This design comes from an exercise in tuning for small area and a short achievable clock period on the open sky130 flow, not from production work.
No run shown here included a check of the RTL's function; only the layout flow was run.
No activity file was given, so power comes from the tool's default toggle rates.

==> flow/design.v <==
`timescale 1ns/1ps
`default_nettype none
package rob_cfg_pkg;
    localparam int WAY = 2;
    localparam int ROB_DEPTH    = 16;
    localparam int ROB_ID_WIDTH = 4;
    localparam int ARCH_WIDTH = 5;
    localparam int PRF_WIDTH  = 6;
    localparam int CDB_CHANNELS = 3;
    localparam int FULL_THRESHOLD = 2 * WAY;
    typedef logic [ROB_ID_WIDTH-1:0] rob_id_t;
    typedef logic [ROB_ID_WIDTH:0]   rob_ptr_t;
endpackage
`default_nettype wire
`timescale 1ns/1ps
`default_nettype none
module rob_top (
    input  logic         clk,
    input  logic         rst_n,
    input  logic         alloc_en,
    input  logic [27:0]  alloc_lanes,
    output logic [7:0]   tail_ids,
    input  logic [116:0] cdb,
    output logic [23:0]  commit_lanes,
    output logic         flush,
    output logic [31:0]  redirect_pc,
    output logic         full,
    output logic [1:0]   status
);
    localparam int N    = rob_cfg_pkg::ROB_DEPTH;
    localparam int NP   = N / 2;
    localparam int NCDB = rob_cfg_pkg::CDB_CHANNELS;
    function automatic logic [3:0] inc4(input logic [3:0] x);
        inc4 = {x[3] ^ (x[2] & x[1] & x[0]), x[2] ^ (x[1] & x[0]), x[1] ^ x[0], !x[0]};
    endfunction
    function automatic logic [3:0] dec4(input logic [3:0] x);
        dec4 = {x[3] ^ !(x[2] | x[1] | x[0]), x[2] ^ !(x[1] | x[0]), x[1] ^ !x[0], !x[0]};
    endfunction
    function automatic logic [2:0] inc3(input logic [2:0] x);
        inc3 = {x[2] ^ (x[1] & x[0]), x[1] ^ x[0], !x[0]};
    endfunction
    function automatic logic lt4(input logic [3:0] a, input logic [3:0] b);
        logic [3:0] e;
        e = ~(a ^ b);
        lt4 = (!a[3] && b[3])
            || (e[3] && !a[2] && b[2])
            || (e[3] && e[2] && !a[1] && b[1])
            || (e[3] && e[2] && e[1] && !a[0] && b[0]);
    endfunction
    logic [N-1:0]  st_a, st_b;
    logic [10:0]   e_d [N];     
    logic [3:0]  head;
    logic [2:0]  tail3;         
    logic [3:0]  occ;           
    logic        full_r, empty_r;
    logic        c0_r, c1_r, flush_r;
    logic [10:0] l0_r, l1_r;
    logic        mp_v;          
    logic [3:0]  mp_id;         
    logic [31:0] mp_pc;
    assign tail_ids     = {tail3, 1'b1, tail3, 1'b0};
    assign full         = full_r;
    assign status       = {full_r, empty_r};
    assign flush        = flush_r;
    assign redirect_pc  = mp_pc;
    assign commit_lanes = {c1_r, l1_r, c0_r, l0_r};
    logic [NCDB-1:0]       cv, ctk;
    logic [NCDB-1:0][3:0]  cid;
    logic [NCDB-1:0][31:0] cpc;
    logic [1:0]            la, lb, ldai;
    logic [1:0][10:0]      ld;
    always_comb begin
        for (int c = 0; c < NCDB; c++) begin
            cv[c]  = cdb[c*39 + 38];
            cid[c] = cdb[c*39 + 34 +: 4];
            ctk[c] = cdb[c*39 + 32];
            cpc[c] = cdb[c*39 +: 32];
        end
        for (int l = 0; l < 2; l++) begin
            ld[l]   = alloc_lanes[l*14 + 3 +: 11];
            ldai[l] = alloc_lanes[l*14 + 2];
            la[l] = !alloc_lanes[l*14 + 2] && (!alloc_lanes[l*14 + 1] ||  alloc_lanes[l*14 + 0]);
            lb[l] = !alloc_lanes[l*14 + 2] && (!alloc_lanes[l*14 + 1] || !alloc_lanes[l*14 + 0]);
        end
    end
    logic       clr, acc;
    logic [3:0] hn, hn1, k, k_in;
    logic       k0, k1, kge2, kge11, kge13;
    assign clr  = !rst_n || flush_r;
    assign acc  = alloc_en && !full_r;
    assign hn   = c1_r ? inc4(inc4(head)) : c0_r ? inc4(head) : head;
    assign hn1  = inc4(hn);
    assign k    = c1_r ? dec4(dec4(occ)) : c0_r ? dec4(occ) : occ;
    assign k0    = (k == 4'd0);
    assign k1    = (k == 4'd1);
    assign kge2  = k[3] || k[2] || k[1];
    assign kge11 = k[3] && (k[2] || (k[1] && k[0]));
    assign kge13 = k[3] && k[2] && (k[1] || k[0]);
    assign k_in  = {k[3] ^ (k[2] & k[1]), k[2] ^ k[1], !k[1], k[0]};    
    always_ff @(posedge clk) begin
        if (clr) begin
            head    <= '0;
            tail3   <= '0;
            occ     <= '0;
            full_r  <= 1'b0;
            empty_r <= 1'b1;
        end else begin
            head    <= hn;
            tail3   <= acc ? inc3(tail3) : tail3;
            occ     <= acc ? k_in : k;
            full_r  <= acc ? kge11 : kge13;
            empty_r <= !acc && k0;
        end
    end
    logic [N-1:0] hit;
    always_comb begin
        for (int i = 0; i < N; i++) begin
            hit[i] = 1'b0;
            for (int c = 0; c < NCDB; c++)
                if (cv[c] && (cid[c] == 4'(i))) hit[i] = 1'b1;
        end
    end
    always_ff @(posedge clk) begin
        for (int i = 0; i < N; i++) begin
            if (tail3 == 3'(i / 2)) e_d[i] <= ld[i%2];
            if (hit[i]) begin
                st_a[i] <= 1'b0;
                st_b[i] <= 1'b0;
            end else if (tail3 == 3'(i / 2)) begin
                st_a[i] <= la[i%2];
                st_b[i] <= lb[i%2];
            end
        end
    end
    logic [2:0]  pe, po;
    logic [10:0] dev, dod, ds0, ds1;
    logic        aev, bev, aod, bod, sa0, sb0, sa1, sb1;
    logic        hit0, hit1, cmis0, cmis1;
    logic        rdy0, rdy1, live0, live1, mis0, mis1, c0_n, c1_n;
    assign po  = hn[3:1];
    assign pe  = hn1[3:1];
    assign dev = e_d[{pe, 1'b0}];
    assign dod = e_d[{po, 1'b1}];
    assign aev = st_a[{pe, 1'b0}];
    assign bev = st_b[{pe, 1'b0}];
    assign aod = st_a[{po, 1'b1}];
    assign bod = st_b[{po, 1'b1}];
    assign ds0 = hn[0] ? dod : dev;
    assign ds1 = hn[0] ? dev : dod;
    assign sa0 = hn[0] ? aod : aev;
    assign sb0 = hn[0] ? bod : bev;
    assign sa1 = hn[0] ? aev : aod;
    assign sb1 = hn[0] ? bev : bod;
    always_comb begin
        hit0 = 1'b0; hit1 = 1'b0; cmis0 = 1'b0; cmis1 = 1'b0;
        for (int c = 0; c < NCDB; c++) begin
            if (cv[c] && (cid[c] == hn)) begin
                hit0  = 1'b1;
                cmis0 = cmis0 || (ctk[c] ? (!sa0 && sb0) : (sa0 && !sb0));
            end
            if (cv[c] && (cid[c] == hn1)) begin
                hit1  = 1'b1;
                cmis1 = cmis1 || (ctk[c] ? (!sa1 && sb1) : (sa1 && !sb1));
            end
        end
    end
    assign live0 = !k0 || acc;
    assign live1 = kge2 || acc;
    assign rdy0  = !k0 ? ((!sa0 && !sb0) || hit0) : ldai[0];
    assign rdy1  = kge2 ? ((!sa1 && !sb1) || hit1) : k1 ? ldai[0] : ldai[1];
    assign mis0  = !k0 && ((mp_v && (mp_id == hn))  || cmis0);
    assign mis1  = kge2 && ((mp_v && (mp_id == hn1)) || cmis1);
    assign c0_n  = !clr && live0 && rdy0;
    assign c1_n  = c0_n && !mis0 && live1 && rdy1;
    always_ff @(posedge clk) begin
        c0_r    <= c0_n;
        c1_r    <= c1_n;
        flush_r <= c0_n && (mis0 || (live1 && rdy1 && mis1));
        l0_r    <= !k0 ? ds0 : ld[0];
        l1_r    <= kge2 ? ds1 : k1 ? ld[0] : ld[1];
    end
    logic [NCDB-1:0] cmis, cwrap, cbeat, csel;
    logic            hwrap;
    assign hwrap = lt4(mp_id, head);
    always_comb begin
        for (int c = 0; c < NCDB; c++) begin
            cmis[c]  = cv[c] && (ctk[c] ? !st_a[cid[c]] : !st_b[cid[c]]);
            cwrap[c] = lt4(cid[c], head);
            cbeat[c] = !mp_v || (lt4(cid[c], mp_id) ^ cwrap[c] ^ hwrap);
        end
        for (int c = 0; c < NCDB; c++) begin
            csel[c] = cmis[c] && cbeat[c];
            for (int d = 0; d < NCDB; d++)
                if (d != c)
                    csel[c] = csel[c] && (!cmis[d] || (lt4(cid[c], cid[d]) ^ cwrap[c] ^ cwrap[d]));
        end
    end
    always_ff @(posedge clk) begin
        if (clr) mp_v <= 1'b0;
        else     mp_v <= mp_v || (|cmis);
        if (csel[0]) begin
            mp_pc <= cpc[0];
            mp_id <= cid[0];
        end else if (csel[1]) begin
            mp_pc <= cpc[1];
            mp_id <= cid[1];
        end else if (csel[2]) begin
            mp_pc <= cpc[2];
            mp_id <= cid[2];
        end
    end
endmodule
`default_nettype wire
==> flow/run.sh <==
#!/bin/bash
# synth_recipe.tcl (not shown) runs the flow's synth.tcl, then flattens the netlist and writes it again
# the make line also repeats each setting of config.mk as NAME=value (left out here)
make -C /OpenROAD-flow-scripts/flow DESIGN_CONFIG=/design/flow/config.mk WORK_HOME=/design/flow/orfs CLKGATE_MAP_FILE= SYNTH_SCRIPT=/design/flow/synth_recipe.tcl finish
==> flow/config.mk <==
export PLATFORM = sky130hd
export DESIGN_NAME = rob_top
export DESIGN_NICKNAME = rob_top
export VERILOG_FILES = /design/flow/design.v
export SDC_FILE = /design/flow/constraint.sdc
export NUM_CORES = 4
export LEC_CHECK = 0
export CAP_MARGIN = 20
export CORE_MARGIN = 2
export CORE_UTILIZATION = 40
export PLACE_DENSITY = 0.6
export SETUP_SLACK_MARGIN = 4.3
export SLEW_MARGIN = 20
==> flow/constraint.sdc <==
create_clock -name core_clock -period 7.0 [get_ports {clk}]
set_input_delay 1.4000 -clock core_clock [delete_from_list [all_inputs] [get_ports {clk}]]
set_output_delay 1.4000 -clock core_clock [all_outputs]
set_load 0.01 [all_outputs]
==> metrics.yaml, run 1 <==
grt:
  grt_use_met2_pct: 42.7
  grt.overflow.total: 0
  top_usage_layer: "met2"
  use_met1_pct: 34.1
  antenna_found_initial: 1
  grt_max_degree: 53
  grt_usage_pct: 26.0
  grt_pass1_wl_um: 80600
  grt_pass1_vias: 12900
  use_met3_pct: 5.46
floorplan:
  rows: 72
  design.die.area_um2: 41100
  fp.coreArea_um2: 38800
  die_w_um: 203
  pin_count: 216
  initial_core_util_pct: 40.7
  die_h_um: 203
route:
  detail-route-antenna-nets: 0
  drt-wirelength-per-cell_um: 24.2
  drt_iter0_drc: 1242
  drcViolationCount: 0
  via_count: 13200
  drt-pass1-iter-count: 5
  via_per_inst: 5.84
  drt-total-wl_um: 54900
critical_path:
  r2r.worst_path.cells: 11
  ff2ff_setup_slack_ps: 3550
  r2r_end: "mp_pc[23]"
  r2r-start: "head[3]"
  arrival_ps: 4120
  endpoint_kind: "flop"
  crit_fanout: 8
  critPathKind: "in2reg"
  cp-start-kind: "input port"
  cp_data_required_time_ps: 7350
power:
  pwr-share-seq_pct: 24.6
  p_sw_share_pct: 41.4
  p_per_area_nw_per_um2: 488
  p_clk_share_pct: 14.6
  p_comb_share_pct: 60.8
  peakVddDrop_mv: 0.452
  p_sw_mw: 4.49
  p_leak_nw: 8.64
  p_int_mw: 6.36
place:
  gp_congestion: 0.894
  placed_cell_area_um2: 18700
  hpwl_um: 33300
  port_buffers: 210
min_path:
  hold_depth: 2
  hold_start: "st_a[13]"
  whs_endpoint: "st_a[13]"
  min_path_type: "reg2reg"
run_status:
  status: "finished clean"
logic_synthesis:
  ys_warn_count: 2
  async_flop_share_pct: 0
  syn-cell-area_um2: 15800
  synthCells: 1393
  ys_seq_area_share_pct: 49.3
  avgSynthCellArea_um2: 11.3
  synth_top_flop_cell: "edfxtp_1"
  synth_nets: 1566
  ys_ff_latch: 283
  synth_cell_types: 89
  synth_edf_count: 212
finish:
  fillers: 3214
  final_common_cell: "edfxtp_1"
  drive_gt1_share_pct: 29.0
  diodes: 0
  final_cell_mix: "edfxtp_1 (212), nand2_1 (152), clkdlybuf4s50_1 (132)"
  finalInstanceArea_um2: 22200
  nNetsFinal: 1898
  area_delta_synth_final_pct: 40.5
sta:
  slew_headroom_pct: 21.9
  hold_violations: 0
  skew_ps: 14.5
  rsz0062_at_grt: "true"
  tightest_slew_ps: 1170
  period_needed_ps: 3770
  setup_viol: 0
  post-route-period-util_pct: 53.9
  clock.fmax_ghz: 0.265
  tns_ps: 0
  slew_violations: 0
clock_network:
  h-tree-depth: 1
  cts_hold_buffers: 0
  clk_latency_ps: 600
  cts.sinks: 283
  cts.reportedPaths.clkPinSlew_ps: 70
  clockBufferDepth: 3
  cts_buffers: 31
  cts_tree: "built"
  root_buffer: "clkbuf_16"
job:
  drv_cap: 0
flip-flops by register name (all words and copies together) (netlist names), 4 cells and up:
register and count:
head 4, l1_r 11, mp_pc 32, mp_id 4, st_b 16, l0_r 11, e_d 176, st_a 16
occ 4
power by group through the flow:
stage | Combinational [mW] | Sequential [mW] | Clock [mW]
after floorplan | 3.26 | 2.65 | 0
after global placement | 4.70 | 2.69 | 0
after detailed placement | 4.74 | 2.70 | 0
after CTS | 6.10 | 2.66 | 1.61
after global routing | 6.95 | 2.71 | 1.68
final | 6.59 | 2.67 | 1.58
cells in the mapped netlist (5+ instances only):
cell type | n | area share, %
mux2_2 | 54 | 3.8
nor3b_1 | 6 | 0.28
a2bb2oi_1 | 6 | 0.33
ha_1 | 25 | 2.0
nor2b_1 | 12 | 0.47
buf_4 | 17 | 0.81
buf_6 | 6 | 0.43
nor2_1 | 93 | 2.2
mux2i_1 | 86 | 5.4
o32ai_1 | 5 | 0.28
a21oi_1 | 68 | 2.2
a31oi_1 | 17 | 0.67
or3b_2 | 7 | 0.39
buf_1 | 10 | 0.24
nand3_1 | 59 | 1.9
nand3b_1 | 17 | 0.81
dfxtp_1 | 71 | 9.0
xnor2_1 | 37 | 2.0
a211oi_1 | 8 | 0.38
nor4_1 | 7 | 0.28
nand4_1 | 13 | 0.51
buf_2 | 22 | 0.70
a221oi_1 | 13 | 0.72
xor2_1 | 10 | 0.55
o2bb2ai_1 | 6 | 0.33
inv_1 | 27 | 0.64
and3_1 | 12 | 0.47
mux4_2 | 31 | 4.4
o21ai_0 | 46 | 1.5
clkinv_1 | 7 | 0.17
a21o_1 | 7 | 0.33
mux2_4 | 25 | 2.4
clkbuf_1 | 42 | 1.0
nor3_1 | 13 | 0.41
a311oi_1 | 6 | 0.33
a22o_1 | 6 | 0.33
edfxtp_1 | 212 | 40
xnor3_1 | 5 | 0.71
a22oi_1 | 23 | 1.1
nand2_1 | 160 | 3.8
o211ai_1 | 7 | 0.33
area by class of cell:
type                    instances  area (µm²)  share of cell area (%)
clock buffers                  35         801                    3.61
clock inverters                23         176                   0.794
inverters                      34         205                   0.924
multi-input cells             982        8390                    37.8
flip-flops and latches        283        7820                    35.2
well taps                     518         648                    2.92
repair buffers                392        4170                    18.8
repair inverters                1        11.3                  0.0507
kinds of logic after synthesis:
logic type,synth area share (%)
other,0.0475
xor gates and xnor gates,3.64
adders and majority gates,2.11
DFF,49.3
AOI/OAI and AO/OA,11.9
buffers and inverters,3.97
muxes,16.1
and+or+nand+nor,13.0
through the flow:
stage                     cells  total power [mW]  hold WS (ps)  utilization [%]  worst slack, ps
after detailed placement   2057              7.44           505             48.1              932
after CTS                  2234              10.4           514             55.6             3300
after floorplan            1393              5.91           462                -             2280
final                      2268              10.8           518             57.2             3230
after global placement     2057              7.39           508             48.1              993
after global routing       2268              11.3           546             57.2             3190
what timing repair did:
action,CTS,global route
buffers inserted,103,29
gates resized for setup,309,60
pin swaps,48,44
endpoints found under the setup margin,197,107
cloned,16,4
worst max-delay path, stage by stage:
cell	delay, ps
buf_12	90
buf_12	130
mux4_2	510
mux4_2	470
nand2_1	120
nand3_4	100
a221oi_4	270
o21ai_4	160
buf_12	160
buf_16	140
mux2_4	290
mux2_4	260
how the worst max path moves through the flow:
stage	endpoint	depth (start not counted)	startpoint	slack [ps]
finish	mp_pc[23]	12	cdb[73]	3230
global route	mp_pc[23]	13	cdb[76]	3190
CTS	mp_pc[18]	12	cdb[73]	3300
detailed placement	mp_pc[5]	11	cdb[34]	930
global placement	mp_pc[5]	11	cdb[34]	990
floorplan	mp_id[0]	10	cdb[73]	2280
per-layer routing:
layer / share of wire (%) / up-vias
met5: 0.024 / -
met4: 3.7 / 2
met3: 9.2 / 126
met2: 46 / 703
met1: 41 / 6476
li1: - / 5933
==> run 2, diff against run 1 <==
--- a/flow/config.mk
+++ b/flow/config.mk
@@ -5,6 +5,7 @@
 export SDC_FILE = /design/flow/constraint.sdc
 export NUM_CORES = 4
 export LEC_CHECK = 0
+export ABC_AREA = 1
 export CAP_MARGIN = 20
 export CORE_MARGIN = 2
 export CORE_UTILIZATION = 40
==> run 2 against run 1 <==
Largest cell class unchanged. Register-to-register slack gained 340 ps. Cell area grew 2.8%. Largest power group unchanged. Count of clock-buffer cells in the layout grew 13. Via count grew 17%. Core utilization grew 2.1 points.
==> metrics.yaml, run 2 <==
finish:
  largest_reg_flops: 176  # unchanged
  largest-register: "e_d"  # unchanged
  nNetsFinal: 2376  # was 1898
  final_cell_mix: "nand2_1 (402), edfxtp_1 (212), nand3_1 (182)"  # was edfxtp_1 (212), nand2_1 (152), clkdlybuf4s50_1 (132)
  reg.largest.list: "e_d (176), mp_pc (32)"  # unchanged
  drive_gt1_share_pct: 26.6  # was 29.0%
  area_delta_synth_final_pct: 46.8  # was 40.5%
  finalInstanceArea_um2: 22800  # was 22200 µm²
  fillers: 3236  # was 3214
  final_common_cell: "nand2_1"  # was edfxtp_1
place:
  gp_congestion: 0.933  # was 0.894
  placed_cell_area_um2: 18100  # was 18700 µm²
  hpwl_um: 35100  # was 33300 µm
  port_buffers: 210  # unchanged
route:
  drcViolationCount: 0  # unchanged
  via_count: 15500  # was 13200
  drt-wirelength-per-cell_um: 22.3  # was 24.2 µm
  drt-total-wl_um: 61400  # was 54900 µm
  detail-route-antenna-nets: 0  # unchanged
  via_per_inst: 5.66  # was 5.84
  drt_iter0_drc: 1543  # was 1242
  drt-pass1-iter-count: 6  # was 5
floorplan:
  design.die.area_um2: 40500  # was 41100 µm²
  pin_count: 216  # unchanged
  die_w_um: 201  # was 203 µm
  fp.coreArea_um2: 38500  # was 38800 µm²
  rows: 72  # unchanged
  die_h_um: 201  # was 203 µm
  initial_core_util_pct: 40.4  # was 40.7%
critical_path:
  cp-start-kind: "input port"  # unchanged
  crit_family: "buffers and inverters"  # was multiplexers
  crit_fanout: 4  # was 8
  slowest_stage: "ha_4"  # was mux4_2
  max_stage_delay_ps: 320  # was 510 ps
  endpoint_kind: "flop"  # unchanged
  arrival_ps: 3740  # was 4120 ps
  crit_buf_inv: 7  # was 4
  cp_data_required_time_ps: 7370  # was 7350 ps
  path_cells: "buf_12 > clkinvlp_4 > ha_4 > nand2_4 > nor2_4 > nand2_2 > o311ai_4 > xnor2_2 > inv_2 > nor2_4 > nor2_8 > nand2_4 > buf_12 > o211ai_1 > buf_4 > buf_6 > clkbuf_16"  # was buf_12 > buf_12 > mux4_2 > mux4_2 > nand2_1 > nand3_4 > a221oi_4 > o21ai_4 > buf_12 > buf_16 > mux2_4 > mux2_4
  critPathKind: "in2reg"  # unchanged
sta:
  rsz0062_at_grt: "true"  # unchanged
  clock.fmax_ghz: 0.296  # was 0.265 GHz
  tightest_slew_ps: 1120  # was 1170 ps
  slew_headroom_pct: 25.6  # was 21.9%
  tns_ps: 0  # unchanged
  period_needed_ps: 3370  # was 3770 ps
  slew_violations: 0  # unchanged
  skew_ps: 16.5  # was 14.5 ps
  setup_viol: 0  # unchanged
  hold_violations: 0  # unchanged
  post-route-period-util_pct: 48.2  # was 53.9%
clock_network:
  cts.sinks: 283  # unchanged
  cts.reportedPaths.clkPinSlew_ps: 60  # was 70 ps
  clockBufferDepth: 3  # unchanged
  cts_tree: "built"  # unchanged
  clk_latency_ps: 600  # about the same
  h-tree-depth: 1  # unchanged
  cts_buffers: 31  # unchanged
  root_buffer: "clkbuf_16"  # unchanged
logic_synthesis:
  avgSynthCellArea_um2: 8.51  # was 11.3 µm²
  synth_cell_types: 65  # was 89
  yosys-top-cells-area: "edfxtp_1 (41%), nand2_1 (11%), dfxtp_1 (9.1%)"  # was edfxtp_1 (40%), dfxtp_1 (9.0%), mux2i_1 (5.4%)
  synth_edf_count: 212  # unchanged
  yosysTopAreaCellShare_pct: 40.9  # was 40.3%
  synth_nets: 1999  # was 1566
  synthCells: 1826  # was 1393
  synth_common_cells: "nand2_1 (476), nand3_1 (223), edfxtp_1 (212)"  # was edfxtp_1 (212), nand2_1 (160), nor2_1 (93)
  ys_warn_count: 2  # unchanged
  ys_ff_latch: 283  # unchanged
  synth_top_area_cell: "edfxtp_1"  # unchanged
  ys_seq_area_share_pct: 50.1  # was 49.3%
  async_flop_share_pct: 0  # unchanged
  yosysMostFrequentCell: "nand2_1"  # was edfxtp_1
  syn-cell-area_um2: 15500  # was 15800 µm²
  synth_top_flop_cell: "edfxtp_1"  # unchanged
grt:
  grt_pass1_vias: 14400  # was 12900
  grt_pass1_wl_um: 87000  # was 80600 µm
  grt.overflow.total: 0  # unchanged
  grt_max_degree: 37  # was 53
  antenna_found_initial: 1  # unchanged
  grt_usage_pct: 27.8  # was 26.0%
power:
  p_leak_nw: 9.45  # was 8.64 nW
  p_per_area_nw_per_um2: 464  # was 488 nW/µm²
  peakVddDrop_mv: 0.257  # was 0.452 mV
min_path:
  min_path_type: "reg2reg"  # unchanged
run_status:
  status: "finished clean"  # unchanged
job:
  drv_cap: 0  # unchanged
## run 2: changes by cell type in the layout (fill, tap and decap cells not counted), sizes merged, moves of 21 or more
cell / delta
clkbuf: +21
inv: +154
mux2: -79
mux2i: -86
mux4: -31
nand2: +339
nand3: +170
nand4: +38
nor2: +26
o21ai: +50
o22ai: +24
xnor2: -36
## run 2: kinds of logic after synthesis
family / Yosys count / share of synthesized area, %
simple gates: 941 / 27.5
xor+xnor: 24 / 1.35
fa+ha+maj: 25 / 2.01
other cells: 2 / 0.0483
flops: 283 / 50.1
buf+inv: 277 / 7.96
compound gates: 274 / 11.0
## run 2: repair_timing
item	in CTS	in global routing
endpoints found under the hold margin	0	0
buffers inserted	98	58
gates cloned	19	17
endpoints found under the setup margin	192	105
resized for setup	362	258
pin swaps	41	155
hold buffers	0	0
## run 2: final cells by class
cell class | count | area, µm² | area share, %
Multi-Input combinational cell | 1271 | 7960 | 34.9
Sequential cell | 283 | 7820 | 34.2
Timing Repair Buffer | 415 | 4550 | 19.9
Clock buffer | 48 | 870 | 3.81
Inverter | 199 | 847 | 3.71
Tap cell | 518 | 648 | 2.84
Clock inverter | 10 | 114 | 0.499
Timing Repair inverter | 2 | 15.0 | 0.0658
Antenna cell | 2 | 5.00 | 0.0219
## run 2: path summary, 6_finish.rpt
path,from,to,slack (ps),cells past startpoint
hold / removal,st_b[14],st_b[14],460,2
hold reg to reg,st_b[14],st_b[14],460,2
setup reg to reg,mp_id[1],mp_pc[17],3890,14
setup / recovery,cdb[37],mp_pc[17],3630,17
## run 2: worst register-to-register path: stages, from the launching register on
cell and delay (ps):
edfxtp_1 520, inv_1 200, o21ai_1 190, o21ai_0 110, a31oi_1 530, nand3_1 160
nand2_1 110, o21ai_2 90, nor2_8 130, nand2_4 70, buf_12 120, o211ai_1 130
buf_4 210, buf_6 130, clkbuf_16 140
## run 2: metrics by stage
stage	setup WS (ps)	hold WS [ps]	instances	util, %	total power [mW]
4_1_cts	3770	465	2671	54.7	9.41
6_report	3630	463	2748	59.3	10.6
2_1_floorplan	2350	439	1826	-	5.34
5_1_grt	3550	488	2746	59.3	11.1
3_5_place_dp	1630	458	2496	47.0	6.79
3_3_place_gp	1630	451	2496	47.0	6.74
## run 2: metal layers
metal	vias up	global-route usage, %	wire (µm)
met5	-	0	0
met4	0	9.50	2490
met3	177	4.50	5590
met2	852	45.9	28800
met1	7448	37.2	24500
li1	7067	-	-
## run 2: where the power goes
part	internal [mW]	switching [mW]
clock network	0.927	0.677
registers	2.37	0.248
logic	2.65	3.72
==> run 3, diff against run 2 <==
--- a/flow/config.mk
+++ b/flow/config.mk
@@ -9,6 +9,7 @@
 export CAP_MARGIN = 20
 export CORE_MARGIN = 2
 export CORE_UTILIZATION = 40
+export CTS_BUF_LIST = sky130_fd_sc_hd__clkbuf_4 sky130_fd_sc_hd__clkbuf_8
 export PLACE_DENSITY = 0.6
 export SETUP_SLACK_MARGIN = 4.3
 export SLEW_MARGIN = 20
==> run 3 against run 2 <==
Non-clock buffer count rose by 6. Cell area rose by 1.2%. Worst hold slack got worse by 0.98 ps. Clock power rose by 9%.
==> metrics.yaml, run 3 <==
floorplan:
  pin_count: 216  # unchanged
  rows: 72  # unchanged
  die_w_um: 201  # unchanged
  initial_core_util_pct: 40.4  # unchanged
  fp.coreArea_um2: 38500  # unchanged
  die_h_um: 201  # unchanged
  design.die.area_um2: 40500  # unchanged
logic_synthesis:
  yosys-top-cells-area: "edfxtp_1 (41%), nand2_1 (11%), dfxtp_1 (9.1%)"  # unchanged
  synth_common_cells: "nand2_1 (476), nand3_1 (223), edfxtp_1 (212)"  # unchanged
  syn-cell-area_um2: 15500  # unchanged
  synth_top_area_cell: "edfxtp_1"  # unchanged
  synth_cell_types: 65  # unchanged
  ys_seq_area_share_pct: 50.1  # unchanged
  synth_edf_count: 212  # unchanged
  avgSynthCellArea_um2: 8.51  # unchanged
  ys_warn_count: 2  # unchanged
  yosysTopAreaCellShare_pct: 40.9  # unchanged
  synth_nets: 1999  # unchanged
  yosysMostFrequentCell: "nand2_1"  # unchanged
  synthCells: 1826  # unchanged
  synth_top_flop_cell: "edfxtp_1"  # unchanged
  async_flop_share_pct: 0  # unchanged
  ys_ff_latch: 283  # unchanged
sta:
  hold_violations: 0  # unchanged
  period_needed_ps: 3320  # was 3370 ps
  rsz0062_at_grt: "true"  # unchanged
  setup_viol: 0  # unchanged
  post-route-period-util_pct: 47.4  # was 48.2%
  skew_ps: 27.5  # was 16.5 ps
  tns_ps: 0  # unchanged
  slew_headroom_pct: 26.6  # was 25.6%
  slew_violations: 0  # unchanged
  hold_ws_ps: 462  # was 463 ps
  tightest_slew_ps: 1100  # was 1120 ps
  clock.fmax_ghz: 0.301  # was 0.296 GHz
finish:
  final_common_cell: "nand2_1"  # unchanged
  largest_reg_flops: 176  # unchanged
  final_cell_mix: "nand2_1 (406), edfxtp_1 (212), nand3_1 (195)"  # was nand2_1 (402), edfxtp_1 (212), nand3_1 (182)
  drive_gt1_share_pct: 29.7  # was 26.6%
  area_delta_synth_final_pct: 48.5  # was 46.8%
  final_core_util_pct: 60.0  # was 59.3%
  fillers: 3232  # was 3236
  largest-register: "e_d"  # unchanged
  reg.largest.list: "e_d (176), mp_pc (32)"  # unchanged
  multi_input_area_um2: 7960  # about the same
  finalInstanceArea_um2: 23100  # was 22800 µm²
  seq_area_um2: 7820  # about the same
  nNetsFinal: 2400  # was 2376
critical_path:
  ff2ff_setup_slack_ps: 3840  # was 3890 ps
  crit_family: "buffers and inverters"  # unchanged
  max_stage_delay_ps: 310  # was 320 ps
  cp_data_required_time_ps: 7380  # was 7370 ps
  critPathKind: "in2reg"  # unchanged
  arrival_ps: 3700  # was 3740 ps
  path_cells: "buf_12 > clkinvlp_4 > buf_6 > ha_1 > a31oi_1 > or2_1 > nand3_1 > nand2_2 > o21ai_4 > nor2_8 > nand2_4 > buf_12 > o211ai_1 > buf_4 > buf_12 > buf_16"  # was buf_12 > clkinvlp_4 > ha_4 > nand2_4 > nor2_4 > nand2_2 > o311ai_4 > xnor2_2 > inv_2 > nor2_4 > nor2_8 > nand2_4 > buf_12 > o211ai_1 > buf_4 > buf_6 > clkbuf_16
  cp_common_cell: "buf_12"
  crit_fanout: 4  # unchanged
  crit_buf_inv: 7  # unchanged
  cp-start-kind: "input port"  # unchanged
  endpoint_kind: "flop"  # unchanged
  slowest_stage: "ha_1"  # was ha_4
place:
  gp_congestion: 0.933  # unchanged
  hpwl_um: 35100  # unchanged
  placed_cell_area_um2: 18100  # unchanged
  port_buffers: 210  # unchanged
grt:
  grt_pass1_wl_um: 89100  # was 87000 µm
  grt_pass1_vias: 14900  # was 14400
  grt.overflow.total: 0  # unchanged
  antenna_found_initial: 1  # unchanged
  grt_usage_pct: 28.6  # was 27.8%
  grt_max_degree: 37  # unchanged
route:
  drt-wirelength-per-cell_um: 22.2  # was 22.3 µm
  drt_iter0_drc: 1489  # was 1543
  drt-total-wl_um: 61800  # was 61400 µm
  drt-pass1-iter-count: 8  # was 6
  via_count: 15700  # was 15500
  detail-route-antenna-nets: 0  # unchanged
  via_per_inst: 5.64  # was 5.66
  drcViolationCount: 0  # unchanged
clock_network:
  cts_buffers: 50  # was 31
  cts.sinks: 283  # unchanged
  cts_tree: "built"  # unchanged
  cts_hold_buffers: 0  # unchanged
  root_buffer: "clkbuf_8"  # was clkbuf_16
  clk_latency_ps: 650  # was 600 ps
  h-tree-depth: 2  # was 1
  cts.reportedPaths.clkPinSlew_ps: 70  # was 60 ps
  clockBufferDepth: 3  # unchanged
job:
  drv_cap: 0  # unchanged
power:
  p_leak_nw: 9.60  # was 9.45 nW
  p_per_area_nw_per_um2: 475  # was 464 nW/µm²
  peakVddDrop_mv: 0.321  # was 0.257 mV
min_path:
  min_path_type: "reg2reg"  # unchanged
run_status:
  status: "finished clean"  # unchanged
run 3: cell type report:
type | count | area share (%)
Timing Repair inverter | 1 | 0.0325
Clock inverter | 14 | 0.818
Timing Repair Buffer | 421 | 20.1
Inverter | 199 | 3.67
Sequential cell | 283 | 33.9
Multi-Input combinational cell | 1271 | 34.5
Clock buffer | 79 | 4.19
Antenna cell | 1 | 0.0108
Tap cell | 518 | 2.81
run 3: timing repair:
action	CTS	global route
setup buffers	102	62
gates resized for setup	440	266
gates cloned	23	10
setup endpoints to repair	180	110
pin swaps	58	148
run 3: cell families (layout without fill, tap and decap cells):
| logic type | Yosys count | count (layout) | share of synthesized area [%] |
|---|---|---|---|
| other cells | 2 | 3 | 0.0483 |
| fa+ha+maj | 25 | 25 | 2.01 |
| compound gates | 274 | 274 | 11.0 |
| buf+inv | 277 | 714 | 7.96 |
| simple gates | 941 | 946 | 27.5 |
| xor+xnor | 24 | 24 | 1.35 |
| flops | 283 | 283 | 50.1 |
run 3: worst min-delay path, delay by kind of cell, from the launching register on:
kind            cells  cell delay, ps
flops               1             310
simple gates        1              60
compound gates      1              50
run 3: power by group:
group	internal (mW)	switching, mW	total [mW]
Combinational	2.81	3.77	6.58
Sequential	2.37	0.256	2.63
Clock	1.03	0.722	1.75
run 3: final timing paths:
kind	from	end	cells past startpoint
setup / recovery	cdb[37]	mp_pc[26]	16
hold / removal	st_b[14]	st_b[14]	2
setup reg to reg	mp_id[1]	mp_pc[26]	14
hold reg to reg	st_b[14]	st_b[14]	2
run 3: per-stage QoR:
step | std cells | setup WS, ps | power (mW)
CTS | 2714 | 3850 | 9.76
detailed placement | 2496 | 1630 | 6.79
global placement | 2496 | 1630 | 6.74
global route | 2786 | 3570 | 11.5
finish | 2787 | 3680 | 11.0
floorplan | 1826 | 2350 | 5.34
run 3: routing by layer:
layer  vias to the layer above  global-route usage, %  routed length (µm)
li1                       7126                      -                   -
met1                      7518                   37.7               24700
met2                       872                   46.4               29000
met3                       190                   4.88                5280
met4                         0                   12.5                2820
met5                         -                      0                   0
==> run 4, diff against run 3 <==
==> flow/flow/run.sh (new file) <==
#!/bin/bash
# The standard layout (standard.sh), with one change: the port buffers
# that global placement inserts are plain sky130_fd_sc_hd__buf_1 cells
# instead of the delay cells buffer_ports picks by default.
# make's full output goes to standard.log; ORFS keeps each step's log
# under orfs/logs/.
set -euo pipefail
export BUFFER_PORTS_ARGS="-buffer_cell sky130_fd_sc_hd__buf_1"
bash standard.sh > standard.log 2>&1
==> flow/standard.sh (new file) <==
#!/bin/bash
# synth_recipe.tcl (not shown) runs the flow's synth.tcl, then flattens the netlist and writes it again
# the make line also repeats each setting of config.mk as NAME=value (left out here)
make -C /OpenROAD-flow-scripts/flow DESIGN_CONFIG=/design/flow/config.mk WORK_HOME=/design/flow/orfs CLKGATE_MAP_FILE= SYNTH_SCRIPT=/design/flow/synth_recipe.tcl "${@:-finish}"
removed: flow/run.sh
==> run 4 against run 3 <==
Count of clock-buffer cells in the layout shrank 1. Via count shrank 0.75%. Largest power group unchanged. First-iteration DRC count up 3.4%. Global-route usage down 1.4 points. Still clean on timing, DRC and antenna.
==> metrics.yaml, run 4 <==
place:
  placed_cell_area_um2: 16700  # was 18100 µm²
  gp_congestion: 0.907  # was 0.933
  hpwl_um: 33500  # was 35100 µm
  port_buffers: 210  # unchanged
floorplan:
  fp.coreArea_um2: 38500  # unchanged
  design.die.area_um2: 40500  # unchanged
  pin_count: 216  # unchanged
  initial_core_util_pct: 40.4  # unchanged
  die_w_um: 201  # unchanged
  die_h_um: 201  # unchanged
  rows: 72  # unchanged
sta:
  skew_ps: 54.0  # was 27.5 ps
  setup_viol: 0  # unchanged
  slew_violations: 0  # unchanged
  slew_headroom_pct: 36.7  # was 26.6%
  tightest_slew_ps: 946  # was 1100 ps
  hold_violations: 0  # unchanged
  clock.fmax_ghz: 0.305  # was 0.301 GHz
  post-route-period-util_pct: 46.9  # was 47.4%
  tns_ps: 0  # unchanged
  period_needed_ps: 3280  # was 3320 ps
  rsz0062_at_grt: "true"  # unchanged
job:
  drv_cap: 0  # unchanged
logic_synthesis:
  yosysMostFrequentCell: "nand2_1"  # unchanged
  ys_warn_count: 2  # unchanged
  synth_top_flop_cell: "edfxtp_1"  # unchanged
  synth_top_area_cell: "edfxtp_1"  # unchanged
  ys_ff_latch: 283  # unchanged
  async_flop_share_pct: 0  # unchanged
  synth_nets: 1999  # unchanged
  synthCells: 1826  # unchanged
  avgSynthCellArea_um2: 8.51  # unchanged
  syn-cell-area_um2: 15500  # unchanged
  ys_seq_area_share_pct: 50.1  # unchanged
  yosysTopAreaCellShare_pct: 40.9  # unchanged
  synth_common_cells: "nand2_1 (476), nand3_1 (223), edfxtp_1 (212)"  # unchanged
  synth_cell_types: 65  # unchanged
  synth_edf_count: 212  # unchanged
  yosys-top-cells-area: "edfxtp_1 (41%), nand2_1 (11%), dfxtp_1 (9.1%)"  # unchanged
clock_network:
  h-tree-depth: 2  # unchanged
  clk_latency_ps: 650  # about the same
  clockBufferDepth: 3  # unchanged
  cts_buffers: 49  # was 50
  cts_tree: "built"  # unchanged
  cts_hold_buffers: 0  # unchanged
  root_buffer: "clkbuf_8"  # unchanged
  cts.reportedPaths.clkPinSlew_ps: 60  # was 70 ps
  cts.sinks: 283  # unchanged
finish:
  area_delta_synth_final_pct: 37.6  # was 48.5%
  drive_gt1_share_pct: 27.6  # was 29.7%
  final_cell_mix: "nand2_1 (391), edfxtp_1 (212), buf_1 (196)"  # was nand2_1 (406), edfxtp_1 (212), nand3_1 (195)
  finalInstanceArea_um2: 21400  # was 23100 µm²
  final_core_util_pct: 55.6  # was 60.0%
  largest_reg_flops: 176  # unchanged
  largest-register: "e_d"  # unchanged
  final_common_cell: "nand2_1"  # unchanged
  nNetsFinal: 2368  # was 2400
  reg.largest.list: "e_d (176), mp_pc (32)"  # unchanged
route:
  detail-route-antenna-nets: 0  # unchanged
  drt-total-wl_um: 58400  # was 61800 µm
  via_per_inst: 5.66  # was 5.64
  drcViolationCount: 0  # unchanged
  via_count: 15600  # was 15700
  drt-pass1-iter-count: 6  # was 8
  drt-wirelength-per-cell_um: 21.2  # was 22.2 µm
  drt_iter0_drc: 1540  # was 1489
power:
  p_int_mw: 5.55  # was 6.21 mW
  p_clk_share_pct: 15.3  # was 16.0%
  p_leak_nw: 8.68  # was 9.60 nW
  pwr-share-seq_pct: 25.7  # was 24.0%
  p_sw_mw: 4.65  # was 4.75 mW
  p_per_area_nw_per_um2: 477  # was 475 nW/µm²
  peakVddDrop_mv: 0.325  # was 0.321 mV
  p_comb_share_pct: 59.0  # was 60.0%
  p_sw_share_pct: 45.6  # was 43.3%
min_path:
  hold_depth: 2  # unchanged
  min_path_type: "reg2reg"  # unchanged
  whs_endpoint: "st_a[15]"  # was st_b[14]
  hold_start: "st_a[15]"  # was st_b[14]
critical_path:
  r2r-start: "mp_id[3]"  # was mp_id[1]
  ff2ff_setup_slack_ps: 3940  # was 3840 ps
  cp_data_required_time_ps: 7370  # was 7380 ps
  critPathKind: "in2reg"  # unchanged
  slowest_stage: "xor2_2"  # was ha_1
  r2r_end: "mp_pc[29]"  # was mp_pc[26]
  r2r.worst_path.cells: 12  # was 14
  path_cells: "buf_12 > clkinvlp_4 > buf_4 > ha_4 > nand3_4 > inv_1 > a21oi_2 > nand2_2 > a31oi_4 > xor2_2 > nand2_4 > nand3_4 > buf_8 > buf_12 > buf_16 > nand2_2 > nand3_2 > nand2_1"  # was buf_12 > clkinvlp_4 > buf_6 > ha_1 > a31oi_1 > or2_1 > nand3_1 > nand2_2 > o21ai_4 > nor2_8 > nand2_4 > buf_12 > o211ai_1 > buf_4 > buf_12 > buf_16
  crit_fanout: 5  # was 4
  arrival_ps: 3650  # was 3700 ps
  cp-start-kind: "input port"  # unchanged
  endpoint_kind: "flop"  # unchanged
  max_stage_delay_ps: 270  # was 310 ps
grt:
  grt_max_degree: 26  # was 37
  grt_pass1_wl_um: 84600  # was 89100 µm
  grt_pass1_vias: 14500  # was 14900
  grt.overflow.total: 0  # unchanged
  grt_usage_pct: 27.1  # was 28.6%
  antenna_found_initial: 2  # was 1
run_status:
  status: "finished clean"  # unchanged
-- run 4: cell counts after synthesis --
No cell type changed its count.
-- run 4: worst max-delay path by stage --
stage / cells after the start / slack, ps / startpoint / endpoint
3_3_place_gp: 13 / 1720 / cdb[37] / mp_pc[11]
2_1_floorplan: 9 / 2350 / cdb[37] / mp_id[0]
5_1_grt: 18 / 3670 / cdb[76] / mp_pc[14]
6_report: 18 / 3720 / cdb[76] / mp_id[1]
4_1_cts: 17 / 3860 / cdb[37] / mp_pc[29]
3_5_place_dp: 13 / 1710 / cdb[37] / mp_pc[6]
-- run 4: what timing repair did --
action                                 CTS  global route
resized for setup                      267           240
setup endpoints to repair              102           102
pin swaps                               65           134
setup buffers                           95            51
gates cloned                            21             2
endpoints found under the hold margin    0             0
-- run 4: layout make-up --
class                   count  area, µm²
diodes                      1       2.50
clock buffers              78        942
clock inverters            13       73.8
fillers                  3376      17100
inverters                 199        853
multi-input cells        1274       8170
flip-flops and latches    283       7810
well taps                 518        648
repair buffers            387       2880
repair inverters            1       7.51
-- run 4: per-layer routing --
layer	global-route usage, %	vias up	part of all wire [%]
met5	0	-	0.021
met4	11.1	2	4.1
met3	5.59	185	10
met2	43.8	941	47
met1	35.7	7410	39
li1	-	7050	-
-- run 4: worst max-delay path: cells and delay by family --
| family | cells | cell delay, ps |
|---|---|---|
| compound gates | 2 | 350 |
| simple gates | 7 | 540 |
| xor+xnor | 1 | 270 |
| fa+ha+maj | 1 | 220 |
| buf+inv | 7 | 850 |
-- run 4: kinds of logic after synthesis --
group,count (synthesis),synth area share (%)
buffers and inverters,277,7.96
AOI/OAI and AO/OA,274,11.0
other,2,0.0483
xor gates and xnor gates,24,1.35
DFF,283,50.1
and+or+nand+nor,941,27.5
adders and majority gates,25,2.01
-- run 4: metrics by stage --
stage	std cells	hold WS, ps	power, mW	worst slack [ps]
after floorplan	1826	439	5.34	2350
after global placement	2492	452	6.43	1720
after detailed placement	2492	464	6.48	1710
after CTS	2699	473	9.26	3860
after global routing	2753	488	10.7	3670
final	2754	473	10.2	3720
-- run 4: power groups by stage --
stage / clock network, mW / registers [mW] / logic, mW
2_1_floorplan: 0 / 2.65 / 2.70
3_3_place_gp: 0 / 2.63 / 3.80
3_5_place_dp: 0 / 2.63 / 3.85
4_1_cts: 1.58 / 2.60 / 5.07
5_1_grt: 1.66 / 2.65 / 6.40
6_report: 1.56 / 2.62 / 6.02
==> run 5, diff against run 4 <==
--- a/flow/config.mk
+++ b/flow/config.mk
@@ -11,5 +11,5 @@
 export CORE_UTILIZATION = 40
 export CTS_BUF_LIST = sky130_fd_sc_hd__clkbuf_4 sky130_fd_sc_hd__clkbuf_8
 export PLACE_DENSITY = 0.6
-export SETUP_SLACK_MARGIN = 4.3
+export SETUP_SLACK_MARGIN = 4.6
 export SLEW_MARGIN = 20
==> run 5 against run 4 <==
Still clean on timing, DRC and antenna. Combinational power is 12% higher. Core utilization is 1.9 points higher. Critical path depth is 2 lower. Cell area is 3.4% higher.
==> metrics.yaml, run 5 <==
place:
  hpwl_um: 34500  # was 33500 µm
  dpl.cell_count: 2497  # was 2492
  gp_congestion: 0.931  # was 0.907
  port_buffers: 210  # unchanged
  placed_cell_area_um2: 16800  # was 16700 µm²
clock_network:
  cts.reportedPaths.clkPinSlew_ps: 60  # about the same
  root_buffer: "clkbuf_8"  # unchanged
  cts_tree: "built"  # unchanged
  cts_hold_buffers: 0  # unchanged
  cts.sinks: 283  # unchanged
  cts_buffers: 48  # was 49
  h-tree-depth: 2  # unchanged
  clockBufferDepth: 3  # unchanged
  clk_latency_ps: 620  # was 650 ps
critical_path:
  crit_buf_inv: 8  # was 7
  endpoint_kind: "flop"  # unchanged
  max_stage_delay_ps: 280  # was 270 ps
  arrival_ps: 3670  # was 3650 ps
  critPathKind: "in2reg"  # unchanged
  slowest_stage: "xor2_1"  # was xor2_2
  r2r_end: "mp_pc[5]"  # was mp_pc[29]
  r2r-start: "mp_id[3]"  # unchanged
  cp_data_required_time_ps: 7380  # was 7370 ps
  cp-start-kind: "input port"  # unchanged
  path_cells: "buf_12 > clkinvlp_4 > buf_6 > buf_12 > ha_4 > a31oi_4 > inv_2 > nand2_2 > nand2_2 > xor2_1 > nand2_2 > nand3_4 > o211ai_1 > buf_4 > buf_12 > clkbuf_16"  # was buf_12 > clkinvlp_4 > buf_4 > ha_4 > nand3_4 > inv_1 > a21oi_2 > nand2_2 > a31oi_4 > xor2_2 > nand2_4 > nand3_4 > buf_8 > buf_12 > buf_16 > nand2_2 > nand3_2 > nand2_1
  ff2ff_setup_slack_ps: 4010  # was 3940 ps
  crit_fanout: 7  # was 5
  crit_family: "buffers and inverters"  # unchanged
  r2r.worst_path.cells: 12  # unchanged
floorplan:
  die_w_um: 201  # unchanged
  pin_count: 216  # unchanged
  die_h_um: 201  # unchanged
  rows: 72  # unchanged
  initial_core_util_pct: 40.4  # unchanged
  design.die.area_um2: 40500  # unchanged
  fp.coreArea_um2: 38500  # unchanged
sta:
  slew_headroom_pct: 52.8  # was 36.7%
  tightest_slew_ps: 703  # was 946 ps
  tns_ps: 0  # unchanged
  setup_viol: 0  # unchanged
  rsz0062_at_grt: "true"  # unchanged
  hold_violations: 0  # unchanged
  clock.fmax_ghz: 0.304  # was 0.305 GHz
  slew_violations: 0  # unchanged
  period_needed_ps: 3290  # was 3280 ps
  post-route-period-util_pct: 46.9  # about the same
  skew_ps: 25.6  # was 54.0 ps
grt:
  grt_pass1_wl_um: 86300  # was 84600 µm
  antenna_found_initial: 2  # unchanged
  grt_usage_pct: 27.6  # was 27.1%
  grt_max_degree: 37  # was 26
  grt.overflow.total: 0  # unchanged
  grt_pass1_vias: 14600  # was 14500
logic_synthesis:
  async_flop_share_pct: 0  # unchanged
  yosysTopAreaCellShare_pct: 40.9  # unchanged
  avgSynthCellArea_um2: 8.51  # unchanged
  yosysMostFrequentCell: "nand2_1"  # unchanged
  syn-cell-area_um2: 15500  # unchanged
  ys_warn_count: 2  # unchanged
  synth_cell_types: 65  # unchanged
  ys_ff_latch: 283  # unchanged
  synth_common_cells: "nand2_1 (476), nand3_1 (223), edfxtp_1 (212)"  # unchanged
  ys_seq_area_share_pct: 50.1  # unchanged
  synth_top_area_cell: "edfxtp_1"  # unchanged
  yosys-top-cells-area: "edfxtp_1 (41%), nand2_1 (11%), dfxtp_1 (9.1%)"  # unchanged
  synthCells: 1826  # unchanged
  synth_top_flop_cell: "edfxtp_1"  # unchanged
  synth_nets: 1999  # unchanged
  synth_edf_count: 212  # unchanged
finish:
  nNetsFinal: 2388  # was 2368
  largest_reg_flops: 176  # unchanged
  stdcell_count: 2773  # was 2754
  finalInstanceArea_um2: 22100  # was 21400 µm²
  final_core_util_pct: 57.5  # was 55.6%
  fillers: 3268  # was 3376
  final_cell_mix: "nand2_1 (396), edfxtp_1 (212), nand3_1 (181)"  # was nand2_1 (391), edfxtp_1 (212), buf_1 (196)
  largest-register: "e_d"  # unchanged
  final_common_cell: "nand2_1"  # unchanged
  area_delta_synth_final_pct: 42.2  # was 37.6%
  reg.largest.list: "e_d (176), mp_pc (32)"  # unchanged
  drive_gt1_share_pct: 31.6  # was 27.6%
min_path:
  whs_endpoint: "st_a[14]"  # was st_a[15]
  min_path_type: "reg2reg"  # unchanged
  hold_start: "st_a[14]"  # was st_a[15]
  hold_depth: 2  # unchanged
route:
  drcViolationCount: 0  # unchanged
  detail-route-antenna-nets: 0  # unchanged
  drt-pass1-iter-count: 5  # was 6
  drt-total-wl_um: 61400  # was 58400 µm
  drt-wirelength-per-cell_um: 22.1  # was 21.2 µm
  via_per_inst: 5.71  # was 5.66
  via_count: 15800  # was 15600
  drt_iter0_drc: 1559  # was 1540
power:
  peakVddDrop_mv: 0.296  # was 0.325 mV
  p_leak_nw: 9.12  # was 8.68 nW
  p_per_area_nw_per_um2: 494  # was 477 nW/µm²
job:
  drv_cap: 0  # unchanged
run_status:
  status: "finished clean"  # unchanged
run 5: cell type report:
class	count	area (µm²)	area share, %
antenna	1	2.50	0.0113
clock buffer	68	817	3.70
clock inverter	21	155	0.702
inverter	199	853	3.86
multi-input combinational	1277	8220	37.2
sequential	283	7850	35.5
tap	518	648	2.93
timing repair buffer	404	3550	16.1
timing repair inverter	2	13.8	0.0623
run 5: cells by family (layout without fill, tap and decap cells):
group / count (synthesis) / after routing / share of synthesized area (%)
AND/OR/NAND/NOR: 941 / 952 / 27.5
flip-flops: 283 / 283 / 50.1
buffers and inverters: 277 / 694 / 7.96
AO/OA/AOI/OAI: 274 / 274 / 11.0
adder cells (fa/ha/maj): 25 / 25 / 2.01
XOR/XNOR: 24 / 24 / 1.35
other: 2 / 3 / 0.0483
run 5: layer usage:
metal  global-route usage [%]  routed length, µm  vias to the layer above
met2                     45.8              28900                      982
met5                        0                 13                        -
met3                     5.04               6190                      210
met1                     35.9              23800                     7548
met4                     10.8               2540                        2
li1                         -                  -                     7088
run 5: tightest hold or removal path: cells and delay by family (launching register included):
kind,cells,cell delay [ps]
flip-flops,1,310
AO/OA/AOI/OAI,1,50
AND/OR/NAND/NOR,1,60
run 5: worst max path at each step:
stage                     cells after the start    start        end
after floorplan                               9  cdb[37]   mp_id[0]
after global placement                       13  cdb[74]  mp_pc[13]
after detailed placement                     13  cdb[74]   mp_pc[9]
after CTS                                    18  cdb[37]   mp_pc[6]
after global routing                         15  cdb[75]   mp_pc[5]
final                                        16  cdb[37]   mp_pc[5]
run 5: through the flow:
| stage | hold slack, ps | setup WS (ps) | power [mW] |
|---|---|---|---|
| floorplan | 439 | 2350 | 5.39 |
| global placement | 450 | 1340 | 6.51 |
| detailed placement | 459 | 1370 | 6.58 |
| CTS | 468 | 3870 | 9.83 |
| global route | 499 | 3630 | 11.4 |
| finish | 464 | 3710 | 10.9 |
run 5: repair_timing:
item | in CTS | in global routing
endpoints found under the setup margin | 186 | 166
pin swaps | 112 | 129
resized for setup | 397 | 215
endpoints found under the hold margin | 0 | 0
buffers inserted | 114 | 39
gates cloned | 17 | 16
run 5: power by group:
group	internal [mW]	total (mW)	switching (mW)
sequential	2.38	2.66	0.276
combinational	2.80	6.74	3.94
clock	0.832	1.53	0.696
==> run 6, diff against run 5 <==
--- a/flow/config.mk
+++ b/flow/config.mk
@@ -9,7 +9,8 @@
 export CAP_MARGIN = 20
 export CORE_MARGIN = 2
 export CORE_UTILIZATION = 40
-export CTS_BUF_LIST = sky130_fd_sc_hd__clkbuf_4 sky130_fd_sc_hd__clkbuf_8
+export CTS_CLUSTER_DIAMETER = 80
+export CTS_CLUSTER_SIZE = 30
 export PLACE_DENSITY = 0.6
-export SETUP_SLACK_MARGIN = 4.6
+export SETUP_SLACK_MARGIN = 4.3
 export SLEW_MARGIN = 20
==> run 6 against run 5 <==
Still clean. Area after synthesis unchanged. First-iteration DRC count shrank 2.3%. Fmax is 2.4% lower. Combinational power down 11%. Register-to-register slack worse by 50 ps. Clock skew grew 5.9 ps. Count of clock-buffer cells in the layout fell by 48. Die area did not move. Cell area fell by 5.3%.
==> metrics.yaml, run 6 <==
power:
  p_sw_mw: 4.56  # was 4.91 mW
  p_leak_nw: 8.43  # was 9.12 nW
  p_sw_share_pct: 46.3  # was 45.0%
  p_int_mw: 5.28  # was 6.01 mW
  peakVddDrop_mv: 0.342  # was 0.296 mV
  p_comb_share_pct: 60.8  # was 61.7%
  p_per_area_nw_per_um2: 470  # was 494 nW/µm²
  power_mw: 9.83  # was 10.9 mW
  p_clk_share_pct: 12.7  # was 14.0%
  pwr-share-seq_pct: 26.5  # was 24.3%
finish:
  reg.largest.list: "e_d (176), mp_pc (32)"  # unchanged
  largest_reg_flops: 176  # unchanged
  largest-register: "e_d"  # unchanged
  area_delta_synth_final_pct: 34.7  # was 42.2%
  final_common_cell: "nand2_1"  # unchanged
  nNetsFinal: 2340  # was 2388
  drive_gt1_share_pct: 23.3  # was 31.6%
  final_cell_mix: "nand2_1 (417), edfxtp_1 (212), buf_1 (197)"  # was nand2_1 (396), edfxtp_1 (212), nand3_1 (181)
run_status:
  status: "finished clean"  # unchanged
route:
  drt_iter0_drc: 1523  # was 1559
  detail-route-antenna-nets: 0  # unchanged
  drt-pass1-iter-count: 6  # was 5
  drcViolationCount: 0  # unchanged
  drt-wirelength-per-cell_um: 21.6  # was 22.1 µm
  via_per_inst: 5.69  # was 5.71
  via_count: 15400  # was 15800
  drt-total-wl_um: 58200  # was 61400 µm
logic_synthesis:
  synth_edf_count: 212  # unchanged
  ys_seq_area_share_pct: 50.1  # unchanged
  async_flop_share_pct: 0  # unchanged
  syn-cell-area_um2: 15500  # unchanged
  synth_cell_types: 65  # unchanged
  yosysMostFrequentCell: "nand2_1"  # unchanged
  synth_top_flop_cell: "edfxtp_1"  # unchanged
  yosys-top-cells-area: "edfxtp_1 (41%), nand2_1 (11%), dfxtp_1 (9.1%)"  # unchanged
  ys_warn_count: 2  # unchanged
  synthCells: 1826  # unchanged
  synth_common_cells: "nand2_1 (476), nand3_1 (223), edfxtp_1 (212)"  # unchanged
  ys_ff_latch: 283  # unchanged
  synth_nets: 1999  # unchanged
  synth_top_area_cell: "edfxtp_1"  # unchanged
  avgSynthCellArea_um2: 8.51  # unchanged
  yosysTopAreaCellShare_pct: 40.9  # unchanged
clock_network:
  cts_buffers: 18  # was 48
  h-tree-depth: 1  # was 2
  cts.sinks: 283  # unchanged
  root_buffer: "clkbuf_16"  # was clkbuf_8
  cts_tree: "built"  # unchanged
  cts_hold_buffers: 0  # unchanged
  clk_latency_ps: 550  # was 620 ps
  clockBufferDepth: 3  # unchanged
  cts.reportedPaths.clkPinSlew_ps: 100  # was 60 ps
floorplan:
  pin_count: 216  # unchanged
  initial_core_util_pct: 40.4  # unchanged
  die_w_um: 201  # unchanged
  design.die.area_um2: 40500  # unchanged
  fp.coreArea_um2: 38500  # unchanged
  rows: 72  # unchanged
  die_h_um: 201  # unchanged
grt:
  grt_pass1_vias: 14200  # was 14600
  antenna_found_initial: 2  # unchanged
  grt_usage_pct: 26.5  # was 27.6%
  grt_max_degree: 37  # unchanged
  grt.overflow.total: 0  # unchanged
  grt_pass1_wl_um: 83400  # was 86300 µm
sta:
  tns_ps: 0  # unchanged
  tightest_slew_ps: 877  # was 703 ps
  slew_violations: 0  # unchanged
  period_needed_ps: 3360  # was 3290 ps
  rsz0062_at_grt: "true"  # unchanged
  setup_viol: 0  # unchanged
  slew_headroom_pct: 41.3  # was 52.8%
  post-route-period-util_pct: 48.1  # was 46.9%
  hold_violations: 0  # unchanged
  clock.fmax_ghz: 0.297  # was 0.304 GHz
  skew_ps: 31.4  # was 25.6 ps
place:
  hpwl_um: 33500  # was 34500 µm
  gp_congestion: 0.907  # was 0.931
  port_buffers: 210  # unchanged
critical_path:
  arrival_ps: 3640  # was 3670 ps
  max_stage_delay_ps: 310  # was 280 ps
  cp-start-kind: "input port"  # unchanged
  crit_fanout: 13  # was 7
  critPathLaunch: "cdb[36]"  # was cdb[37]
  critPathKind: "in2reg"  # unchanged
  path_cells: "buf_4 > inv_2 > nor2_1 > nor2_1 > nand2_2 > inv_1 > a221o_1 > a31oi_2 > nand2_1 > nand3_4 > buf_12 > nand2_8 > o211ai_1 > buf_4 > buf_6 > buf_12"  # was buf_12 > clkinvlp_4 > buf_6 > buf_12 > ha_4 > a31oi_4 > inv_2 > nand2_2 > nand2_2 > xor2_1 > nand2_2 > nand3_4 > o211ai_1 > buf_4 > buf_12 > clkbuf_16
  endpoint_kind: "flop"  # unchanged
  slowest_stage: "a221o_1"  # was xor2_1
  r2r-start: "mp_id[1]"  # was mp_id[3]
  r2r.worst_path.cells: 13  # was 12
  cp_data_required_time_ps: 7270  # was 7380 ps
  ff2ff_setup_slack_ps: 3960  # was 4010 ps
  crit_path_end: "mp_pc[22]"  # was mp_pc[5]
  r2r_end: "mp_pc[22]"  # was mp_pc[5]
job:
  drv_cap: 0  # unchanged
min_path:
  min_path_type: "reg2reg"  # unchanged
-- run 6: cell counts after synthesis --
No cell type changed its count.
-- run 6: area by class of cell --
| cell class | count | area [µm²] |
|---|---|---|
| repair inverters | 3 | 22.5 |
| flip-flops and latches | 283 | 7810 |
| fillers | 3396 | 17500 |
| diodes | 1 | 2.50 |
| clock inverters | 12 | 201 |
| multi-input cells | 1275 | 7930 |
| inverters | 199 | 843 |
| well taps | 518 | 648 |
| repair buffers | 387 | 3000 |
| clock buffers | 20 | 479 |
-- run 6: stage by stage --
stage / instances / setup slack (ps) / util (%) / area, µm² / hold WS (ps)
5_1_grt: 2697 / 3550 / 54.4 / 20900 / 494
3_5_place_dp: 2492 / 1710 / 43.5 / 16700 / 464
4_1_cts: 2634 / 3760 / 51.0 / 19600 / 478
2_1_floorplan: 1826 / 2350 / - / 15700 / 439
3_3_place_gp: 2492 / 1720 / 43.5 / 16700 / 452
6_report: 2698 / 3640 / 54.4 / 20900 / 477
-- run 6: how the worst min path moves through the flow --
stage | from | to | cells after the start | slack, ps
3_5_place_dp | st_a[15] | st_a[15] | 2 | 460
3_3_place_gp | st_a[14] | st_a[14] | 2 | 450
6_report | st_a[15] | st_a[15] | 2 | 480
2_1_floorplan | st_b[15] | st_b[15] | 2 | 440
4_1_cts | st_a[15] | st_a[15] | 2 | 480
5_1_grt | st_a[15] | st_a[15] | 2 | 490
-- run 6: power by group through the flow --
stage / registers [mW] / clock network (mW) / logic, mW
floorplan: 2.65 / 0 / 2.70
global placement: 2.63 / 0 / 3.80
detailed placement: 2.63 / 0 / 3.85
CTS: 2.60 / 1.26 / 5.08
global route: 2.64 / 1.33 / 6.37
finish: 2.61 / 1.25 / 5.98
-- run 6: kinds of logic (layout without fill, tap and decap cells) --
kind of cell               after synthesis  count (layout)  share of synthesized area (%)
and+or+nand+nor                        941             950                           27.5
DFF                                    283             283                           50.1
buffers and inverters                  277             621                           7.96
AOI/OAI and AO/OA                      274             274                           11.0
adders and majority gates               25              25                           2.01
xor gates and xnor gates                24              24                           1.35
other                                    2               3                         0.0483
-- run 6: repair_timing --
action	CTS	global route
setup buffers	87	54
pin swaps	57	93
resized for setup	260	168
cloned	23	8
endpoints found under the setup margin	102	99
-- run 6: metal layers --
metal | vias up | GRT usage [%] | wire length (µm)
li1 | 6965 | - | -
met1 | 7346 | 35.1 | 23000
met2 | 913 | 43.6 | 27200
met3 | 135 | 4.42 | 5740
met4 | 2 | 9.95 | 2170
met5 | - | 0 | 13
-- run 6: critical path, delay by kind of cell --
family,cells,cell delay [ps]
AOI/OAI and AO/OA,3,620
buffers and inverters,7,970
and+or+nand+nor,6,640
==> run 7, diff against run 6 <==
--- a/flow/config.mk
+++ b/flow/config.mk
@@ -12,5 +12,5 @@
 export CTS_CLUSTER_DIAMETER = 80
 export CTS_CLUSTER_SIZE = 30
 export PLACE_DENSITY = 0.6
-export SETUP_SLACK_MARGIN = 4.3
+export SETUP_SLACK_MARGIN = 4.0
 export SLEW_MARGIN = 20
==> run 7 against run 6 <==
Still clean. Sequential power about the same. Clock power down 4%. First-iteration DRC count up 4.9%. Critical path depth up 2. Register-to-register slack about the same. Via count down 3.3%. Sequential share of layout area up 2.3 points. Combinational power down 15%. Worst hold slack worse by 4.2 ps. Area after synthesis unchanged. Critical path type unchanged. Largest cell class is now sequential cells. Highest routed layer unchanged.
==> metrics.yaml, run 7 <==
clock_network:
  cts_buffers: 18  # unchanged
  cts.reportedPaths.clkPinSlew_ps: 90  # was 100 ps
  cts.sinks: 283  # unchanged
  clk_latency_ps: 560  # was 550 ps
  h-tree-depth: 1  # unchanged
  clockBufferDepth: 3  # unchanged
  root_buffer: "clkbuf_16"  # unchanged
  cts_tree: "built"  # unchanged
logic_synthesis:
  synth_cell_types: 65  # unchanged
  ys_ff_latch: 283  # unchanged
  synth_top_flop_cell: "edfxtp_1"  # unchanged
  ys_seq_area_share_pct: 50.1  # unchanged
  ys_warn_count: 2  # unchanged
  syn-cell-area_um2: 15500  # unchanged
  synthCells: 1826  # unchanged
  yosys-top-cells-area: "edfxtp_1 (41%), nand2_1 (11%), dfxtp_1 (9.1%)"  # unchanged
  synth-compound-area-share_pct: 11.0  # unchanged
  yosys.area_share.adder_pct: 2.01  # unchanged
  yosys.area_share.simple_pct: 27.5  # unchanged
  avgSynthCellArea_um2: 8.51  # unchanged
  synth_nets: 1999  # unchanged
  synth_top_area_cell: "edfxtp_1"  # unchanged
  synth_edf_count: 212  # unchanged
  synth_mux_area_share_pct: 0  # unchanged
  synth_top_family_by_area: "simple AND/OR/NAND/NOR gates"  # unchanged
  synth_common_cells: "nand2_1 (476), nand3_1 (223), edfxtp_1 (212)"  # unchanged
  yosysTopAreaCellShare_pct: 40.9  # unchanged
  yosysMostFrequentCell: "nand2_1"  # unchanged
  async_flop_share_pct: 0  # unchanged
  synth_xor_area_share_pct: 1.35  # unchanged
finish:
  area_delta_synth_final_pct: 26.9  # was 34.7%
  fillers: 3589  # was 3396
  largest_reg_flops: 176  # unchanged
  nNetsFinal: 2296  # was 2340
  drive_gt1_share_pct: 18.4  # was 23.3%
  final_cell_mix: "nand2_1 (449), nand3_1 (215), edfxtp_1 (212)"  # was nand2_1 (417), edfxtp_1 (212), buf_1 (197)
  stdcell_count: 2654  # was 2698
  final_core_util_pct: 51.3  # was 54.4%
  final_common_cell: "nand2_1"  # unchanged
  reg.largest.list: "e_d (176), mp_pc (32)"  # unchanged
  largest-register: "e_d"  # unchanged
route:
  detail-route-antenna-nets: 0  # unchanged
  drt-total-wl_um: 55600  # was 58200 µm
  drcViolationCount: 0  # unchanged
  drt-pass1-iter-count: 6  # unchanged
  drt_iter0_drc: 1598  # was 1523
  via_count: 14900  # was 15400
  via_per_inst: 5.60  # was 5.69
  drt-wirelength-per-cell_um: 21.0  # was 21.6 µm
floorplan:
  design.die.area_um2: 40500  # unchanged
  initial_core_util_pct: 40.4  # unchanged
  die_h_um: 201  # unchanged
  die_w_um: 201  # unchanged
  rows: 72  # unchanged
  fp.coreArea_um2: 38500  # unchanged
  pin_count: 216  # unchanged
power:
  pwr-share-seq_pct: 29.3  # was 26.5%
  peakVddDrop_mv: 0.264  # was 0.342 mV
  p_comb_share_pct: 57.1  # was 60.8%
  power_mw: 8.89  # was 9.83 mW
  p_sw_share_pct: 46.3  # about the same
  p_clk_share_pct: 13.5  # was 12.7%
  p_leak_nw: 7.88  # was 8.43 nW
  p_per_area_nw_per_um2: 451  # was 470 nW/µm²
  p_int_mw: 4.77  # was 5.28 mW
  p_sw_mw: 4.12  # was 4.56 mW
sta:
  skew_ps: 55.7  # was 31.4 ps
  slew_headroom_pct: 49.7  # was 41.3%
  rsz0062_at_grt: "true"  # unchanged
  layout_setup_ws_ps: 3570  # was 3640 ps
  post-route-period-util_pct: 48.9  # was 48.1%
  period_needed_ps: 3430  # was 3360 ps
  setup_viol: 0  # unchanged
  slew_violations: 0  # unchanged
  clock.fmax_ghz: 0.292  # was 0.297 GHz
  tightest_slew_ps: 755  # was 877 ps
  hold_violations: 0  # unchanged
  tns_ps: 0  # unchanged
grt:
  antenna_found_initial: 3  # was 2
  grt_usage_pct: 25.9  # was 26.5%
  grt_pass1_wl_um: 81300  # was 83400 µm
  grt.overflow.total: 0  # unchanged
  grt_pass1_vias: 13700  # was 14200
  grt_max_degree: 50  # was 37
critical_path:
  ff2ff_setup_slack_ps: 3960  # about the same
  crit_fanout: 5  # was 13
  cp-start-kind: "input port"  # unchanged
  arrival_ps: 3670  # was 3640 ps
  endpoint_kind: "flop"  # unchanged
  cp_data_required_time_ps: 7250  # was 7270 ps
  r2r.worst_path.cells: 13  # unchanged
  critPathKind: "in2reg"  # unchanged
min_path:
  hold_depth: 2  # unchanged
  min_path_type: "reg2reg"  # unchanged
place:
  gp_congestion: 0.981  # was 0.907
  hpwl_um: 33900  # was 33500 µm
  port_buffers: 210  # unchanged
  dpl.cell_count: 2497  # was 2492
  dp_slack_ps: 1660  # was 1710 ps
job:
  drv_cap: 0  # unchanged
run_status:
  status: "finished clean"  # unchanged
[run 7: changes by cell type in the layout (fill, tap and decap cells not counted), sizes merged, moves of 2 or more]
cell | previous run | this run
clkinv | 7 | 5
buf | 376 | 342
nand2 | 504 | 501
bufbuf | 5 | 2
clkbuf | 26 | 24
[run 7: kinds of logic (layout without fill, tap and decap cells)]
| kind of cell | Yosys count | after routing |
|---|---|---|
| buffers and inverters | 277 | 579 |
| and+or+nand+nor | 941 | 948 |
| xor gates and xnor gates | 24 | 24 |
| DFF | 283 | 283 |
| other | 2 | 3 |
| AOI/OAI and AO/OA | 274 | 274 |
| adders and majority gates | 25 | 25 |
[run 7: per-stage QoR]
stage	hold slack, ps	cell area, µm²
after floorplan	439	15700
after global placement	450	16800
after detailed placement	459	16800
after CTS	473	19100
after global routing	492	19700
final	473	19700
[run 7: path summary, 6_finish.rpt]
path / from / to
max: cdb[37] / mp_pc[9]
min: st_a[14] / st_a[14]
max reg2reg: mp_id[3] / mp_pc[9]
min reg2reg: st_a[14] / st_a[14]
[run 7: power by group through the flow]
stage / clock network [mW] / logic (mW) / registers (mW)
after floorplan: 0 / 2.69 / 2.65
after global routing: 1.28 / 5.47 / 2.65
after detailed placement: 0 / 3.86 / 2.63
after CTS: 1.22 / 4.69 / 2.60
after global placement: 0 / 3.82 / 2.62
final: 1.20 / 5.08 / 2.61
[run 7: layout make-up]
type	instances	area (µm²)	area share (%)
diodes	1	2.50	0.0127
clock buffers	21	472	2.39
clock inverters	11	176	0.895
inverters	199	830	4.21
multi-input cells	1273	7330	37.1
flip-flops and latches	283	7800	39.6
well taps	518	648	3.29
repair buffers	347	2450	12.4
repair inverters	1	7.51	0.0381
[run 7: what timing repair did]
item,in CTS,in global routing
resized for setup,201,79
pin swaps,36,43
setup buffers,72,33
gates cloned,15,4
endpoints found under the setup margin,100,97
hold buffers,0,0
[run 7: worst max-delay path, cell delays in order]
cell and delay [ps]:
buf_12 80, clkinvlp_4 140, buf_6 150, buf_6 110, ha_4 210, a31oi_4 240, inv_2 80, nand2_2 90
nand2_4 70, xor2_2 150, nand2_2 100, buf_12 120, nand3_4 80, buf_12 140, o211ai_1 100, buf_6 160
buf_12 120, buf_16 120
[run 7: layer usage]
layer	wire [µm]	track usage (%)
met3	4490	3.27
met5	26	0
met4	1930	8.36
met1	23200	35.3
met2	26000	43.0
